Background: an optimization exercise with open tools, aiming at small area, a short achievable clock period and few clock cycles. Do not read the settings as production practice. Function was checked by simulation only, so behaviour that the tests miss may differ from the original. No activity file was given, so power comes from the tool's default toggle rates.

## the previous run
==> flow/design.v (excerpt) <==
module pb_mcast_unroller #(
  parameter int unsigned AddrWidth  = pb_mcast_pkg::ADDR_W,
  parameter int unsigned UserWidth  = pb_mcast_pkg::USER_W,
  parameter int unsigned SelWidth   = pb_mcast_pkg::SEL_W,
  parameter int unsigned MeshDimX   = 4,
  parameter int unsigned MeshDimY   = 4,
  parameter int unsigned CoordWidth = pb_mcast_pkg::COORD_W
) (
  input  logic                  clk_i,
  input  logic                  rst_i,
  input  logic                  in_valid_i,
  output logic                  in_ready_o,
  input  logic [AddrWidth-1:0]  in_addr_i,
  input  logic [AddrWidth-1:0]  in_mask_i,
  input  logic [2*SelWidth-1:0] in_sel_x_i,
  input  logic [2*SelWidth-1:0] in_sel_y_i,
  input  logic [UserWidth-1:0]  in_user_i,
  output logic                  out_valid_o,
  input  logic                  out_ready_i,
  output logic [AddrWidth-1:0]  out_addr_o,
  output logic [CoordWidth-1:0] out_x_o,
  output logic [CoordWidth-1:0] out_y_o,
  output logic [UserWidth-1:0]  out_user_o,
  output logic                  out_last_o,
  output logic                  busy_o,
  output logic                  err_o
);
Settings: LEC_CHECK=0, ABC_AREA=1, CAP_MARGIN=20, CORE_MARGIN=2, CORE_UTILIZATION=40, SLEW_MARGIN=20; clock period 7.0 ns.
run.sh (not shown) runs the stock make flow with config.mk's settings and CLKGATE_MAP_FILE= SYNTH_SCRIPT=/design/flow/synth_recipe.tcl, a recipe that flattens the netlist after the stock synthesis.
The previous run: done, clean on timing, DRC and antenna
Testbench counts of the previous run, summed over its fixed seeds: cycles 13,033.
Edits applied to the flow inputs when going from the previous run to the current run:
==> flow/flow/run.sh (new file) <==
#!/bin/bash
# Standard layout, with the port buffers made from the smallest buffer cell
# (the default pick is a larger delay buffer). Everything else is the standard flow's
# standard flow.
set -euo pipefail
export BUFFER_PORTS_ARGS="-buffer_cell sky130_fd_sc_hd__buf_1"
bash standard.sh 2>&1 | tee standard_flow.log
==> flow/standard.sh (new file) <==
#!/bin/bash
# synth_recipe.tcl (not shown) runs the flow's synth.tcl, then flattens the netlist and writes it again
# the make line also repeats each setting of config.mk as NAME=value (left out here)
make -C /OpenROAD-flow-scripts/flow DESIGN_CONFIG=/design/flow/config.mk WORK_HOME=/design/flow/orfs CLKGATE_MAP_FILE= SYNTH_SCRIPT=/design/flow/synth_recipe.tcl "${@:-finish}"
removed: flow/run.sh
[summary]
- Diff the previous run -> the current run | time the worst path needs with I/O delays and setup | decrease of 0.25 ns
- Net switching power figure was lower in the run labelled the previous run.
- Diff the current run and the previous run: count of clock-buffer cells in the layout lower in the current run
- Comparing the previous run against the current run, there is no change at all in number of buffer and inverter stages on the critical path.

## run 1
pb_mcast_unroller, a different RTL version from the one above (not shown whole).
Size in the first run: roughly 2200 cells after synthesis, roughly 210 I/O pins, roughly 13000 um2 of cells after synthesis.
export LEC_CHECK = 0
export ABC_AREA = 1
export CAP_MARGIN = 20
export CORE_MARGIN = 2
export CORE_UTILIZATION = 40
export SLEW_MARGIN = 20
create_clock -name core_clock -period 7.0 [get_ports {clk_i}]
standard.sh (not shown) runs the stock make flow with config.mk's settings and CLKGATE_MAP_FILE= SYNTH_SCRIPT=/design/flow/synth_recipe.tcl, a recipe that flattens the netlist after the stock synthesis.
==> flow/flow/run.sh <==
#!/bin/bash
# Standard layout, with the port buffers made from the smallest buffer cell
# (the default pick is a larger delay buffer). Everything else is the standard flow's
# standard flow.
set -euo pipefail
export BUFFER_PORTS_ARGS="-buffer_cell sky130_fd_sc_hd__buf_1"
bash standard.sh 2>&1 | tee standard_flow.log
Testbench counts of run 1, summed over its fixed seeds: cycles 13,033.
Relative to run 1, the following input files were edited for run 2:
-- flow/config.mk --
<<< run 1, line 11
export CORE_UTILIZATION = 40
export SLEW_MARGIN = 20
>>> run 2, line 11
export CORE_UTILIZATION = 40
export SETUP_SLACK_MARGIN = 4.0
export SLEW_MARGIN = 20
export TNS_END_PERCENT = 0
### Flow results
- Diff run 1 -> run 2: post-cts repair resize count saw an increase; power spent charging and discharging nets saw an increase; area occupied by multi-input gates saw an increase.

[separate check: timing with driven ports]
How much do the figures lean on ideal ports? The routed layouts below were timed once more, with nothing changed but the port constraints. Step 1: set_driving_cell puts a clkbuf_16 on clk_i and a buf_2 on each other input, an assumption about the parent block. Step 2 times the ports against the registers' clock, not the clock port: input delays grow and output delays shrink by t, the midpoint of the rising clock arrivals with the driver on. a / b / c = no drivers / after step 1 / after step 2; a / b = the first two.
run	t (ns)	setup WS [ns]	worst setup path at the end	slew at the worst register clock pin (ns)	pins driven straight from the clock port
the previous run	0.475	2.283 / 2.233 / 1.898	input to register	0.07 / 0.07	1
the current run	0.479	2.535 / 2.549 / 2.070	input to register	0.07 / 0.07	1
run 1	0.469	2.265 / 2.280 / 1.812	input to register	0.08 / 0.08	1
run 2	0.474	2.989 / 2.958 / 2.539	input to register	0.08 / 0.08	1
After both steps setup and hold are still met in every run listed. For the current run, which loses most, drivers alone change the setup slack by +0.014 ns; drivers and shift together by -0.465 ns.
